Background: an optimization exercise with open tools, aiming at small area, a short achievable clock period and few clock cycles per item. Do not read the settings as production practice. Where RTL was checked, it was by simulation tests only, not by an equivalence proof against the original.

==> inputs of job 3945 <==
## booth_radix2_multiplier_core
module booth_radix2_multiplier_core #(
   parameter int MAX_WIDTH = 16
) (
   input  logic                      clock,
   input  logic                      reset,
   input  logic                          req_valid,
   output logic                          req_ready,
   input  logic [brm_pkg::IN_W-1:0]      req_multiplicand_bits,
   input  logic [brm_pkg::IN_W-1:0]      req_multiplier_bits,
   output logic                          rsp_valid,
   input  logic                          rsp_ready,
   output logic [brm_pkg::PRODUCT_W-1:0] rsp_product_bits,
   output logic                          rsp_negative,
   output logic [brm_pkg::MAG_W-1:0]     rsp_magnitude,
   input  logic                      csr_write_enable,
   input  logic [brm_pkg::CFG_W-1:0] csr_write_data
);
Settings: LEC_CHECK=0, ABC_CLOCK_PERIOD_IN_PS=3200, CAP_MARGIN=20, CORE_MARGIN=2, CORE_UTILIZATION=40, CTS_BUF_LIST=sky130_fd_sc_hd__clkbuf_8, PLACE_DENSITY=0.6, SETUP_SLACK_MARGIN=4.0, SLEW_MARGIN=20; clock period 7.2 ns.
standard.sh (not shown) runs the stock make flow with config.mk's settings and CLKGATE_MAP_FILE= SYNTH_SCRIPT=/design/flow/synth_recipe.tcl, a recipe that flattens the netlist after the stock synthesis.
==> flow/flow/run.sh <==
#!/bin/bash
# Layout flow: the standard ORFS flow (standard.sh) with two changes:
#  1. synthesis: the same script, except that Yosys's "synth -run fine:" step
#     gets -noabc, so the quick ABC pass there does not re-encode the adder
#     trees before extract_fa (it leaves fewer inverters around the fa/ha
#     cells); flops, hierarchy flattening and renaming are as in synth_recipe.tcl.
#  2. port buffers are sky130_fd_sc_hd__buf_2 instead of the delay cell that
#     buffer_ports picks by default.
# Each tool's output goes to the ORFS logs under orfs/logs; make's own output
# goes to flow_make.log here.
set -euo pipefail
here=$(pwd)
sed 's|^proc synth {args} { yosys synth -nofsm -noshare {\*}\$args }|proc synth {args} { if {[lsearch -exact $args fine:] >= 0} { lappend args -noabc }; yosys synth -nofsm -noshare {*}$args }|' synth_recipe.tcl > flow_synth.tcl
grep -q -- '-noabc' flow_synth.tcl
sed -e "s|SYNTH_SCRIPT=[^ ]*|SYNTH_SCRIPT=$here/flow_synth.tcl|" \
    -e 's|"\${@:-finish}"|BUFFER_PORTS_ARGS="-buffer_cell sky130_fd_sc_hd__buf_2" "${@:-finish}"|' standard.sh > flow_standard_mod.sh
grep -q flow_synth.tcl flow_standard_mod.sh
bash flow_standard_mod.sh > flow_make.log 2>&1
==> inputs of job 3820, as changes to job 3945 <==
--- a/flow/design.v
+++ b/flow/design.v
@@ -866,17 +866,17 @@
    logic [31:0] prod_w;
    logic [30:0] mag_w;
    assign prod_w = {(mid_61 ? ~(1'b1 ^ G616) : (1'b1 ^ (G616 | T617))), (mid_61 ? ~(p459 ^ G614) : (p459 ^ (G614 | T615))), (mid_61 ? ~(p457 ^ G612) : (p457 ^ (G612 | T613))), (mid_61 ? ~(p455 ^ G610) : (p455 ^ (G610 | T611))), (mid_61 ? ~(p453 ^ G608) : (p453 ^ (G608 | T609))), (mid_61 ? ~(p451 ^ G606) : (p451 ^ (G606 | T607))), (mid_61 ? ~(p449 ^ G604) : (p449 ^ (G604 | T605))), (mid_61 ? ~(p447 ^ G602) : (p447 ^ (G602 | T603))), (mid_61 ? ~(p445 ^ G600) : (p445 ^ (G600 | T601))), (mid_61 ? ~(p443 ^ G598) : (p443 ^ (G598 | T599))), (mid_61 ? ~(p441 ^ G596) : (p441 ^ (G596 | T597))), (mid_61 ? ~(p439 ^ G594) : (p439 ^ (G594 | T595))), (mid_61 ? ~(p437 ^ G592) : (p437 ^ (G592 | T593))), (mid_61 ? ~(p435 ^ G590) : (p435 ^ (G590 | T591))), (mid_61 ? ~(p433 ^ G588) : (p433 ^ (G588 | T589))), (mid_61 ? ~(p431 ^ G570) : (p431 ^ (G570 | T571))), (mid_61 ? ~(p429 ^ G568) : (p429 ^ (G568 | T569))), (mid_61 ? ~(p427 ^ G566) : (p427 ^ (G566 | T567))), (mid_61 ? ~(p425 ^ G564) : (p425 ^ (G564 | T565))), (mid_61 ? ~(p423 ^ G562) : (p423 ^ (G562 | T563))), (mid_61 ? ~(p421 ^ G560) : (p421 ^ (G560 | T561))), (mid_61 ? ~(p419 ^ G558) : (p419 ^ (G558 | T559))), (mid_61 ? ~(p417 ^ G556) : (p417 ^ (G556 | T557))), (mid_61 ? ~(p415 ^ G530) : (p415 ^ (G530 | T531))), (mid_61 ? ~(p413 ^ G528) : (p413 ^ (G528 | T529))), (mid_61 ? ~(p411 ^ G526) : (p411 ^ (G526 | T527))), (mid_61 ? ~(p409 ^ G524) : (p409 ^ (G524 | T525))), (mid_61 ? ~(p407 ^ G494) : (p407 ^ (G494 | T495))), (mid_61 ? ~(p405 ^ G492) : (p405 ^ (G492 | T493))), (mid_61 ? ~(p403 ^ g402) : (p403 ^ (g402 | T461))), (mid_61 ? ~(p401 ^ 1'b0) : (p401 ^ (1'b0 | mid_0))), (mid_61 ? ~mid_0 : ~mid_0)} & pmask;
    assign mag_w  = {(p459 ^ (G614 | T615)), (p457 ^ (G612 | T613)), (p455 ^ (G610 | T611)), (p453 ^ (G608 | T609)), (p451 ^ (G606 | T607)), (p449 ^ (G604 | T605)), (p447 ^ (G602 | T603)), (p445 ^ (G600 | T601)), (p443 ^ (G598 | T599)), (p441 ^ (G596 | T597)), (p439 ^ (G594 | T595)), (p437 ^ (G592 | T593)), (p435 ^ (G590 | T591)), (p433 ^ (G588 | T589)), (p431 ^ (G570 | T571)), (p429 ^ (G568 | T569)), (p427 ^ (G566 | T567)), (p425 ^ (G564 | T565)), (p423 ^ (G562 | T563)), (p421 ^ (G560 | T561)), (p419 ^ (G558 | T559)), (p417 ^ (G556 | T557)), (p415 ^ (G530 | T531)), (p413 ^ (G528 | T529)), (p411 ^ (G526 | T527)), (p409 ^ (G524 | T525)), (p407 ^ (G494 | T495)), (p405 ^ (G492 | T493)), (p403 ^ (g402 | T461)), (p401 ^ (1'b0 | mid_0)), ~mid_0};
    logic        out_v;
    logic [31:0] prod_ff;
    logic [29:1] mag_ff;
    logic        neg_ff;
-   assign en = !out_v || rsp_ready;
+   assign en = rsp_ready;
    always_ff @(posedge clock) begin
       if (reset) begin
          out_v <= 1'b0;
       end else if (en) begin
          out_v <= mid_v;
       end
    end
    always_ff @(posedge clock) begin
- TNS_END_PERCENT: default -> 10
==> inputs of job 4187, as changes to job 3945 <==
--- a/flow/design.v
+++ b/flow/design.v
@@ -866,17 +866,17 @@
    logic [31:0] prod_w;
    logic [30:0] mag_w;
    assign prod_w = {(mid_61 ? ~(1'b1 ^ G616) : (1'b1 ^ (G616 | T617))), (mid_61 ? ~(p459 ^ G614) : (p459 ^ (G614 | T615))), (mid_61 ? ~(p457 ^ G612) : (p457 ^ (G612 | T613))), (mid_61 ? ~(p455 ^ G610) : (p455 ^ (G610 | T611))), (mid_61 ? ~(p453 ^ G608) : (p453 ^ (G608 | T609))), (mid_61 ? ~(p451 ^ G606) : (p451 ^ (G606 | T607))), (mid_61 ? ~(p449 ^ G604) : (p449 ^ (G604 | T605))), (mid_61 ? ~(p447 ^ G602) : (p447 ^ (G602 | T603))), (mid_61 ? ~(p445 ^ G600) : (p445 ^ (G600 | T601))), (mid_61 ? ~(p443 ^ G598) : (p443 ^ (G598 | T599))), (mid_61 ? ~(p441 ^ G596) : (p441 ^ (G596 | T597))), (mid_61 ? ~(p439 ^ G594) : (p439 ^ (G594 | T595))), (mid_61 ? ~(p437 ^ G592) : (p437 ^ (G592 | T593))), (mid_61 ? ~(p435 ^ G590) : (p435 ^ (G590 | T591))), (mid_61 ? ~(p433 ^ G588) : (p433 ^ (G588 | T589))), (mid_61 ? ~(p431 ^ G570) : (p431 ^ (G570 | T571))), (mid_61 ? ~(p429 ^ G568) : (p429 ^ (G568 | T569))), (mid_61 ? ~(p427 ^ G566) : (p427 ^ (G566 | T567))), (mid_61 ? ~(p425 ^ G564) : (p425 ^ (G564 | T565))), (mid_61 ? ~(p423 ^ G562) : (p423 ^ (G562 | T563))), (mid_61 ? ~(p421 ^ G560) : (p421 ^ (G560 | T561))), (mid_61 ? ~(p419 ^ G558) : (p419 ^ (G558 | T559))), (mid_61 ? ~(p417 ^ G556) : (p417 ^ (G556 | T557))), (mid_61 ? ~(p415 ^ G530) : (p415 ^ (G530 | T531))), (mid_61 ? ~(p413 ^ G528) : (p413 ^ (G528 | T529))), (mid_61 ? ~(p411 ^ G526) : (p411 ^ (G526 | T527))), (mid_61 ? ~(p409 ^ G524) : (p409 ^ (G524 | T525))), (mid_61 ? ~(p407 ^ G494) : (p407 ^ (G494 | T495))), (mid_61 ? ~(p405 ^ G492) : (p405 ^ (G492 | T493))), (mid_61 ? ~(p403 ^ g402) : (p403 ^ (g402 | T461))), (mid_61 ? ~(p401 ^ 1'b0) : (p401 ^ (1'b0 | mid_0))), (mid_61 ? ~mid_0 : ~mid_0)} & pmask;
    assign mag_w  = {(p459 ^ (G614 | T615)), (p457 ^ (G612 | T613)), (p455 ^ (G610 | T611)), (p453 ^ (G608 | T609)), (p451 ^ (G606 | T607)), (p449 ^ (G604 | T605)), (p447 ^ (G602 | T603)), (p445 ^ (G600 | T601)), (p443 ^ (G598 | T599)), (p441 ^ (G596 | T597)), (p439 ^ (G594 | T595)), (p437 ^ (G592 | T593)), (p435 ^ (G590 | T591)), (p433 ^ (G588 | T589)), (p431 ^ (G570 | T571)), (p429 ^ (G568 | T569)), (p427 ^ (G566 | T567)), (p425 ^ (G564 | T565)), (p423 ^ (G562 | T563)), (p421 ^ (G560 | T561)), (p419 ^ (G558 | T559)), (p417 ^ (G556 | T557)), (p415 ^ (G530 | T531)), (p413 ^ (G528 | T529)), (p411 ^ (G526 | T527)), (p409 ^ (G524 | T525)), (p407 ^ (G494 | T495)), (p405 ^ (G492 | T493)), (p403 ^ (g402 | T461)), (p401 ^ (1'b0 | mid_0)), ~mid_0};
    logic        out_v;
    logic [31:0] prod_ff;
    logic [29:1] mag_ff;
    logic        neg_ff;
-   assign en = !out_v || rsp_ready;
+   assign en = rsp_ready;
    always_ff @(posedge clock) begin
       if (reset) begin
          out_v <= 1'b0;
       end else if (en) begin
          out_v <= mid_v;
       end
    end
    always_ff @(posedge clock) begin
==> flow/flow/run.sh (replaced) <==
#!/bin/bash
# Layout flow: the standard ORFS flow (standard.sh) with two changes:
#  1. synthesis: the same script, except that Yosys's "synth -run fine:" step
#     gets -noabc, so the quick ABC pass there does not re-encode the adder
#     trees before extract_fa (it leaves fewer inverters around the fa/ha
#     cells); flops, hierarchy flattening and renaming are as in synth_recipe.tcl.
#  2. port buffers are sky130_fd_sc_hd__buf_1 instead of the delay cell that
#     buffer_ports picks by default.
# Each tool's output goes to the ORFS logs under orfs/logs; make's own output
# goes to flow_make.log here.
set -euo pipefail
here=$(pwd)
sed 's|^proc synth {args} { yosys synth -nofsm -noshare {\*}\$args }|proc synth {args} { if {[lsearch -exact $args fine:] >= 0} { lappend args -noabc }; yosys synth -nofsm -noshare {*}$args }|' synth_recipe.tcl > flow_synth.tcl
grep -q -- '-noabc' flow_synth.tcl
sed -e "s|SYNTH_SCRIPT=[^ ]*|SYNTH_SCRIPT=$here/flow_synth.tcl|" \
    -e 's|"\${@:-finish}"|BUFFER_PORTS_ARGS="-buffer_cell sky130_fd_sc_hd__buf_1" "${@:-finish}"|' standard.sh > flow_standard_mod.sh
grep -q flow_synth.tcl flow_standard_mod.sh
bash flow_standard_mod.sh > flow_make.log 2>&1
- TNS_END_PERCENT: default -> 30
==> inputs of job 8602, as changes to job 3945 <==
--- a/flow/design.v
+++ b/flow/design.v
@@ -866,17 +866,17 @@
    logic [31:0] prod_w;
    logic [30:0] mag_w;
    assign prod_w = {(mid_61 ? ~(1'b1 ^ G616) : (1'b1 ^ (G616 | T617))), (mid_61 ? ~(p459 ^ G614) : (p459 ^ (G614 | T615))), (mid_61 ? ~(p457 ^ G612) : (p457 ^ (G612 | T613))), (mid_61 ? ~(p455 ^ G610) : (p455 ^ (G610 | T611))), (mid_61 ? ~(p453 ^ G608) : (p453 ^ (G608 | T609))), (mid_61 ? ~(p451 ^ G606) : (p451 ^ (G606 | T607))), (mid_61 ? ~(p449 ^ G604) : (p449 ^ (G604 | T605))), (mid_61 ? ~(p447 ^ G602) : (p447 ^ (G602 | T603))), (mid_61 ? ~(p445 ^ G600) : (p445 ^ (G600 | T601))), (mid_61 ? ~(p443 ^ G598) : (p443 ^ (G598 | T599))), (mid_61 ? ~(p441 ^ G596) : (p441 ^ (G596 | T597))), (mid_61 ? ~(p439 ^ G594) : (p439 ^ (G594 | T595))), (mid_61 ? ~(p437 ^ G592) : (p437 ^ (G592 | T593))), (mid_61 ? ~(p435 ^ G590) : (p435 ^ (G590 | T591))), (mid_61 ? ~(p433 ^ G588) : (p433 ^ (G588 | T589))), (mid_61 ? ~(p431 ^ G570) : (p431 ^ (G570 | T571))), (mid_61 ? ~(p429 ^ G568) : (p429 ^ (G568 | T569))), (mid_61 ? ~(p427 ^ G566) : (p427 ^ (G566 | T567))), (mid_61 ? ~(p425 ^ G564) : (p425 ^ (G564 | T565))), (mid_61 ? ~(p423 ^ G562) : (p423 ^ (G562 | T563))), (mid_61 ? ~(p421 ^ G560) : (p421 ^ (G560 | T561))), (mid_61 ? ~(p419 ^ G558) : (p419 ^ (G558 | T559))), (mid_61 ? ~(p417 ^ G556) : (p417 ^ (G556 | T557))), (mid_61 ? ~(p415 ^ G530) : (p415 ^ (G530 | T531))), (mid_61 ? ~(p413 ^ G528) : (p413 ^ (G528 | T529))), (mid_61 ? ~(p411 ^ G526) : (p411 ^ (G526 | T527))), (mid_61 ? ~(p409 ^ G524) : (p409 ^ (G524 | T525))), (mid_61 ? ~(p407 ^ G494) : (p407 ^ (G494 | T495))), (mid_61 ? ~(p405 ^ G492) : (p405 ^ (G492 | T493))), (mid_61 ? ~(p403 ^ g402) : (p403 ^ (g402 | T461))), (mid_61 ? ~(p401 ^ 1'b0) : (p401 ^ (1'b0 | mid_0))), (mid_61 ? ~mid_0 : ~mid_0)} & pmask;
    assign mag_w  = {(p459 ^ (G614 | T615)), (p457 ^ (G612 | T613)), (p455 ^ (G610 | T611)), (p453 ^ (G608 | T609)), (p451 ^ (G606 | T607)), (p449 ^ (G604 | T605)), (p447 ^ (G602 | T603)), (p445 ^ (G600 | T601)), (p443 ^ (G598 | T599)), (p441 ^ (G596 | T597)), (p439 ^ (G594 | T595)), (p437 ^ (G592 | T593)), (p435 ^ (G590 | T591)), (p433 ^ (G588 | T589)), (p431 ^ (G570 | T571)), (p429 ^ (G568 | T569)), (p427 ^ (G566 | T567)), (p425 ^ (G564 | T565)), (p423 ^ (G562 | T563)), (p421 ^ (G560 | T561)), (p419 ^ (G558 | T559)), (p417 ^ (G556 | T557)), (p415 ^ (G530 | T531)), (p413 ^ (G528 | T529)), (p411 ^ (G526 | T527)), (p409 ^ (G524 | T525)), (p407 ^ (G494 | T495)), (p405 ^ (G492 | T493)), (p403 ^ (g402 | T461)), (p401 ^ (1'b0 | mid_0)), ~mid_0};
    logic        out_v;
    logic [31:0] prod_ff;
    logic [29:1] mag_ff;
    logic        neg_ff;
-   assign en = !out_v || rsp_ready;
+   assign en = rsp_ready;
    always_ff @(posedge clock) begin
       if (reset) begin
          out_v <= 1'b0;
       end else if (en) begin
          out_v <= mid_v;
       end
    end
    always_ff @(posedge clock) begin
- ABC_CLOCK_PERIOD_IN_PS: 3200 -> 2900
- SETUP_SLACK_MARGIN: 4.0 -> 4.3
- TNS_END_PERCENT: default -> 30
==> results.tsv <==
metric	value	unit
status	finished clean	
Non-Filler Instances	1849	
share of cells above drive strength 1	15.79	%
Final min period	3.253	ns
Hold Startpoint	ng_q$_DFFE_PP_	
CP max stage delay	0.20	ns
met2 Use GR	33.23	%
critical path depth in cells	2	
Critical Path AT	1.81	ns
WL final	36230	um
Source of the figures above: job 4187

==> results.tsv <==
metric	value	unit
critical path depth in cells	7	
status	finished clean	
WL met3	2676	um
share of cells above drive strength 1	21.92	%
Hold Startpoint	ng_q$_DFFE_PP_	
CP max stage delay	0.55	ns
WL final	37110	um
clk slew on worst S/H paths	0.10	ns
Non-Filler Instances	1853	
Critical Path AT	3.45	ns
root buf cell	clkbuf_8	
met2 Use GR	32.88	%
Source of the figures above: job 3820

==> results.tsv <==
metric	value	unit
status	finished clean	
Hold Startpoint	ng_q$_DFFE_PP_	
WL final	37620	um
CP max stage delay	0.56	ns
met2 Use GR	33.12	%
Max Used Layer	met4	
share of cells above drive strength 1	31.21	%
Worst Path Max Fanout	5	
Critical Path AT	3.44	ns
asr flop ratio synth	0	%
critical path depth in cells	7	
Non-Filler Instances	1893	
Source of the figures above: job 8602

==> results.tsv <==
metric	value	unit
Clock Tree Buf Depth	2	
CP max stage delay	0.13	ns
met2 Use GR	30.23	%
Clock buf/inv share	2.574	%
status	finished clean	
Hold Startpoint	mid_v$_SDFFE_PP0P_	
WL final	36060	um
Critical Path AT	1.79	ns
XOR/XNOR Fraction of Synth Area	12.50	%
Non-Filler Instances	1887	
share of cells above drive strength 1	25.16	%
Top-Level Pins	108	
Source of the figures above: job 3945

Testbench counts of job 3820, summed over its fixed seeds: cycles 8,024, items 8,000.
Testbench counts of job 4187, summed over its fixed seeds: cycles 8,024, items 8,000.
Testbench counts of job 8602, summed over its fixed seeds: cycles 8,024, items 8,000.
No functional check of the RTL was part of job 3945.

-- port drivers added, routing unchanged --
How much do the figures lean on ideal ports? The routed layouts below were timed once more, with nothing changed but the port constraints. Step 1 assumes that a clkbuf_16 drives the clock port and a buf_2 every other input. Step 2 times the ports against the registers' clock, not the clock port: input delays grow and output delays shrink by t, the midpoint of the rising clock arrivals with the driver on. a / b / c = ideal / step 1 / step 2; a / b = the first two.
run | shift t [ns] | setup WS [ns] | clock arrival spread, ns | worst slew at a driven data input, ns
job 3945 | 0.532 | 3.971 / 3.933 / 3.565 | 0.015 / 0.016 | 0.05
job 3820 | 0.530 | 3.972 / 3.805 / 3.567 | 0.024 / 0.024 | 0.23
job 4187 | 0.520 | 3.947 / 3.925 / 3.465 | 0.031 / 0.031 | 0.04
job 8602 | 0.539 | 4.015 / 4.012 / 3.745 | 0.012 / 0.012 | 0.12
After both steps setup and hold are still met in every run listed. The setup slack of job 4187, which loses most, moves by -0.022 ns with the drivers and by -0.482 ns with both steps.
